From an optimization exercise on the open Yosys and OpenROAD flow, aimed at small area; shortcuts taken in it are not production practice. Function was checked by simulation only, so behaviour that the tests miss may differ from the original. Power and IR drop assume default switching activity.

== TR ==
==> module idct_dequant_loader, before the edit <==
module idct_dequant_loader #(
   parameter int WIN   = 12,    
   parameter int WCOEF = 12,    
   parameter int WQ    = 8      
)
(
   input  logic                    clk,
   input  logic                    rst,
   input  logic                    s_valid,
   output logic                    s_ready,
   input  logic signed [WCOEF-1:0] s_coef,
   input  logic                    s_last,
   input  logic                    q_we,
   input  logic [5:0]              q_addr,
   input  logic [WQ-1:0]           q_data,
   output logic [64*WIN-1:0]       out_block,
   output logic                    out_valid,
   output logic [15:0]             blk_count
);
   localparam int NCOEF = 64;
   localparam logic [NCOEF*6-1:0] ZIGZAG = {
      6'd63, 6'd62, 6'd55, 6'd47, 6'd54, 6'd61, 6'd60, 6'd53,
      6'd46, 6'd39, 6'd31, 6'd38, 6'd45, 6'd52, 6'd59, 6'd58,
      6'd51, 6'd44, 6'd37, 6'd30, 6'd23, 6'd15, 6'd22, 6'd29,
      6'd36, 6'd43, 6'd50, 6'd57, 6'd56, 6'd49, 6'd42, 6'd35,
      6'd28, 6'd21, 6'd14, 6'd7, 6'd6, 6'd13, 6'd20, 6'd27,
      6'd34, 6'd41, 6'd48, 6'd40, 6'd33, 6'd26, 6'd19, 6'd12,
      6'd5, 6'd4, 6'd11, 6'd18, 6'd25, 6'd32, 6'd24, 6'd17,
      6'd10, 6'd3, 6'd2, 6'd9, 6'd16, 6'd8, 6'd1, 6'd0
   };
   logic [5:0]             k;         
   logic                   pend;      
   logic                   accept;
   logic                   blk_end;
   logic [NCOEF-1:0]       at;        
   logic [WQ-1:0]          q_val;
   logic [WIN-1:0]         p_lo;
   logic                   ovf;
   logic [WIN-1:0]         sat;
   logic [NCOEF*WIN-1:0]   buffer;    
   assign s_ready = !rst && !q_we;
   assign accept  = s_valid && s_ready;
   assign blk_end = s_last || (k == 6'd63);
   always_comb
      for (int j = 0; j < NCOEF; j++)
         at[j] = k == 6'(j);
   logic [NCOEF-1:0]       q_ld;
   logic [WQ-1:0]          q_wdata;
   logic [NCOEF*WQ-1:0]    q_mem;
   always_comb
      for (int j = 0; j < NCOEF; j++)
         q_ld[j] = rst || (q_we && q_addr == ZIGZAG[j*6 +: 6]);
   assign q_wdata = rst ? WQ'(1) : q_data;
   idct_quant_ram #(.WQ(WQ)) u_qram (
      .clk   (clk),
      .ld    (q_ld),
      .wdata (q_wdata),
      .mem   (q_mem)
   );
   logic [7:0]        lo1h, hi1h;
   logic [8*WQ-1:0]   rowv;       
   always_comb
      for (int i = 0; i < 8; i++) begin
         lo1h[i] = k[2:0] == 3'(i);
         hi1h[i] = k[5:3] == 3'(i);
      end
   for (genvar b = 0; b < WQ; b++) begin : g_rd
      for (genvar r = 0; r < 8; r++) begin : g_row
         logic [7:0] col;
         for (genvar c = 0; c < 8; c++) begin : g_col
            assign col[c] = q_mem[(r*8+c)*WQ + b];
         end
         idct_sel8 u_row (.s (lo1h), .d (col), .y (rowv[b*8 + r]));
      end
      idct_sel8 u_fin (.s (hi1h), .d (rowv[b*8 +: 8]), .y (q_val[b]));
   end
   logic                   sgn;
   logic [WQ-1:0]          big;       
   logic                   ovf_big;
   idct_mul_lo u_mul (.a (s_coef), .b (q_val), .p (p_lo));
   assign sgn  = s_coef[WCOEF-1];
   always_comb begin
      for (int j = 0; j < WQ; j++) begin
         big[j] = 1'b0;
         for (int i = 0; i < WCOEF-1; i++)
            if (i + 2 >= WIN + 1 - j)
               big[j] = big[j] | (s_coef[i] ^ sgn);
      end
   end
   assign ovf_big = |(big & q_val);
   assign ovf     = ovf_big || ((p_lo[WIN-1] ^ sgn) && (q_val != '0));
   assign sat     = ovf ? {sgn, {(WIN-1){!sgn}}} : p_lo;
   always_ff @(posedge clk) begin
      if (rst) begin
         k    <= '0;
         pend <= 1'b0;
      end else begin
         pend <= accept && blk_end;
         if (accept)
            k <= blk_end ? 6'd0 : k + 6'd1;
      end
   end
   logic [NCOEF-1:0] wr;
   logic [NCOEF-1:0] bkeep;
   always_comb
      for (int j = 0; j < NCOEF; j++) begin
         wr[j]    = accept && at[j];
         bkeep[j] = !wr[j] && !pend && !rst;
      end
   for (genvar j = 0; j < NCOEF; j++) begin : g_buf
      idct_hold_word #(.W(WIN)) u_slot (
         .clk (clk), .ld (wr[j]), .keep (bkeep[j]), .d (sat),
         .q (buffer[j*WIN +: WIN])
      );
   end
   logic pub, hold;
   assign pub  = pend && !rst;
   assign hold = !pend && !rst;
   for (genvar j = 0; j < NCOEF; j++) begin : g_out
      idct_hold_word #(.W(WIN)) u_pos (
         .clk (clk), .ld (pub), .keep (hold), .d (buffer[j*WIN +: WIN]),
         .q (out_block[ZIGZAG[j*6 +: 6]*WIN +: WIN])
      );
   end
   always_ff @(posedge clk) begin
      if (rst) begin
         out_valid <= 1'b0;
         blk_count <= '0;
      end else begin
         out_valid <= pend;
         if (pend)
            blk_count <= blk_count + 16'd1;
      end
   end
endmodule
Settings: LEC_CHECK=0, CAP_MARGIN=10, CORE_MARGIN=2, CORE_UTILIZATION=70, CTS_BUF_LIST=sky130_fd_sc_hd__clkbuf_8, CTS_CLUSTER_DIAMETER=80, CTS_CLUSTER_SIZE=14, PLACE_DENSITY=0.72, SLEW_MARGIN=10, SYNTH_HIERARCHICAL=1, SYNTH_MINIMUM_KEEP_SIZE=0; clock period 10.0 ns.
standard.sh (not shown) runs the stock make flow with config.mk's settings and CLKGATE_MAP_FILE= SYNTH_SCRIPT=/design/flow/synth_recipe.tcl, a recipe that flattens the netlist after the stock synthesis.
==> flow/flow/run.sh <==
#!/bin/bash
# The standard layout (the standard.sh: standard synthesis, floorplan,
# placement, CTS, routing) with two knobs the flow settings do not reach:
# port buffers use the smallest buffer cell, and CTS inserts no dummy loads
# (clock tree: clkbuf_8, clusters of up to 14 sinks within 80 um).
set -euo pipefail
export BUFFER_PORTS_ARGS="-buffer_cell sky130_fd_sc_hd__buf_1"
export CTS_ARGS="-sink_clustering_enable -repair_clock_nets -buf_list sky130_fd_sc_hd__clkbuf_8 -sink_clustering_size 14 -sink_clustering_max_diameter 80 -dont_use_dummy_load"
bash standard.sh finish > standard_flow.log 2>&1
Here is what was changed in the inputs of JK compared with TR.
diff --git a/flow/design.v b/flow/design.v
--- a/flow/design.v
+++ b/flow/design.v
@@ -74,9 +74,10 @@
       6'd34, 6'd41, 6'd48, 6'd40, 6'd33, 6'd26, 6'd19, 6'd12,
       6'd5, 6'd4, 6'd11, 6'd18, 6'd25, 6'd32, 6'd24, 6'd17,
       6'd10, 6'd3, 6'd2, 6'd9, 6'd16, 6'd8, 6'd1, 6'd0
    };
-   logic [5:0]             k;         
+   logic [7:0]             lo1h;      
+   logic [7:0]             hi1h;      
    logic                   pend;      
    logic                   accept;
    logic                   blk_end;
    logic [NCOEF-1:0]       at;        
@@ -86,12 +87,12 @@
    logic [WIN-1:0]         sat;
    logic [NCOEF*WIN-1:0]   buffer;    
    assign s_ready = !rst && !q_we;
    assign accept  = s_valid && s_ready;
-   assign blk_end = s_last || (k == 6'd63);
+   assign blk_end = s_last || (lo1h[7] && hi1h[7]);
    always_comb
       for (int j = 0; j < NCOEF; j++)
-         at[j] = k == 6'(j);
+         at[j] = lo1h[j%8] && hi1h[j/8];
    logic [NCOEF-1:0]       q_ld;
    logic [WQ-1:0]          q_wdata;
    logic [NCOEF*WQ-1:0]    q_mem;
    always_comb
@@ -103,15 +104,9 @@
       .ld    (q_ld),
       .wdata (q_wdata),
       .mem   (q_mem)
    );
-   logic [7:0]        lo1h, hi1h;
    logic [8*WQ-1:0]   rowv;       
-   always_comb
-      for (int i = 0; i < 8; i++) begin
-         lo1h[i] = k[2:0] == 3'(i);
-         hi1h[i] = k[5:3] == 3'(i);
-      end
    for (genvar b = 0; b < WQ; b++) begin : g_rd
       for (genvar r = 0; r < 8; r++) begin : g_row
          logic [7:0] col;
          for (genvar c = 0; c < 8; c++) begin : g_col
@@ -133,19 +128,35 @@
             if (i + 2 >= WIN + 1 - j)
                big[j] = big[j] | (s_coef[i] ^ sgn);
       end
    end
+   logic [WIN-1:0]         sat0, sat1;
+   logic                   ovf0, ovf1;
    assign ovf_big = |(big & q_val);
-   assign ovf     = ovf_big || ((p_lo[WIN-1] ^ sgn) && (q_val != '0));
-   assign sat     = ovf ? {sgn, {(WIN-1){!sgn}}} : p_lo;
+   assign ovf0    = ovf_big || (sgn && (q_val != '0));
+   assign ovf1    = ovf_big || (!sgn && (q_val != '0));
+   assign sat0    = ovf0 ? {sgn, {(WIN-1){!sgn}}} : {1'b0, p_lo[WIN-2:0]};
+   assign sat1    = ovf1 ? {sgn, {(WIN-1){!sgn}}} : {1'b1, p_lo[WIN-2:0]};
+   for (genvar i = 0; i < WIN; i++) begin : g_sat
+      idct_mux2 u_sel (.s (p_lo[WIN-1]), .a (sat0[i]), .b (sat1[i]), .y (sat[i]));
+   end
    always_ff @(posedge clk) begin
       if (rst) begin
-         k    <= '0;
+         lo1h <= 8'd1;
+         hi1h <= 8'd1;
          pend <= 1'b0;
       end else begin
          pend <= accept && blk_end;
-         if (accept)
-            k <= blk_end ? 6'd0 : k + 6'd1;
+         if (accept) begin
+            if (blk_end) begin
+               lo1h <= 8'd1;
+               hi1h <= 8'd1;
+            end else begin
+               lo1h <= {lo1h[6:0], lo1h[7]};
+               if (lo1h[7])
+                  hi1h <= {hi1h[6:0], hi1h[7]};
+            end
+         end
       end
    end
    logic [NCOEF-1:0] wr;
    logic [NCOEF-1:0] bkeep;
@@ -483,8 +494,16 @@
    logic n173;
    assign n173 = n152 ^ n151 ^ n172;
    assign p = {n173, n171, n169, n167, n165, n163, n161, n159, n157, n155, n153, n1};
 endmodule
+module idct_mux2 (
+   input  logic s,
+   input  logic a,
+   input  logic b,
+   output logic y
+);
+   assign y = s ? b : a;
+endmodule
 module idct_fa (input logic a, b, ci, output logic s, co);
    assign s  = a ^ b ^ ci;
    assign co = (a & b) | (a & ci) | (b & ci);
 endmodule
## What came out
JK: full flow OK, the timing, design-rule and antenna checks passed
Going from TR to JK, simple-gate area share of the yosys netlist went down by 0.28 points, share of total power consumed by net switching now sits higher, met2 wire length rose 1.2%.
JK: non-clock buffer count lower than TR
JK vs. TR: post-synthesis average cell area saw an increase, routed wire length saw a decrease, clock buffer count saw an increase.
JK — number of sequential storage elements 10 higher, TR as reference
JK vs TR, placer congestion estimate went down by 0.021.
When the final numbers for JK and TR were put side by side, the synthesized cell count turned out to be smaller in JK.

-- re-timing with driven ports --
How much do the figures lean on ideal ports? The routed layouts below were timed once more, with nothing changed but the port constraints.
Step 1: set_driving_cell puts a clkbuf_16 on clk and a buf_2 on each other input, an assumption about the parent block.
Step 2 adds t to the input delays and takes it off the output delays; t is the mean of the earliest and latest rising clock arrival at the registers after step 1. Input paths then give back, and output paths get back, about the clock's delay inside the block.
a / b / c = ideal / step 1 / step 2; a / b = the first two.
| run | shift t [ns] | slack for setup (ns) | slew at the worst register clock pin (ns) |
|---|---|---|---|
| TR | 0.951 | 0.316 / 0.316 / 0.316 | 0.10 / 0.10 |
| JK | 0.919 | 1.036 / 1.036 / 1.036 | 0.10 / 0.10 |
After both steps setup and hold are still met in every run listed.
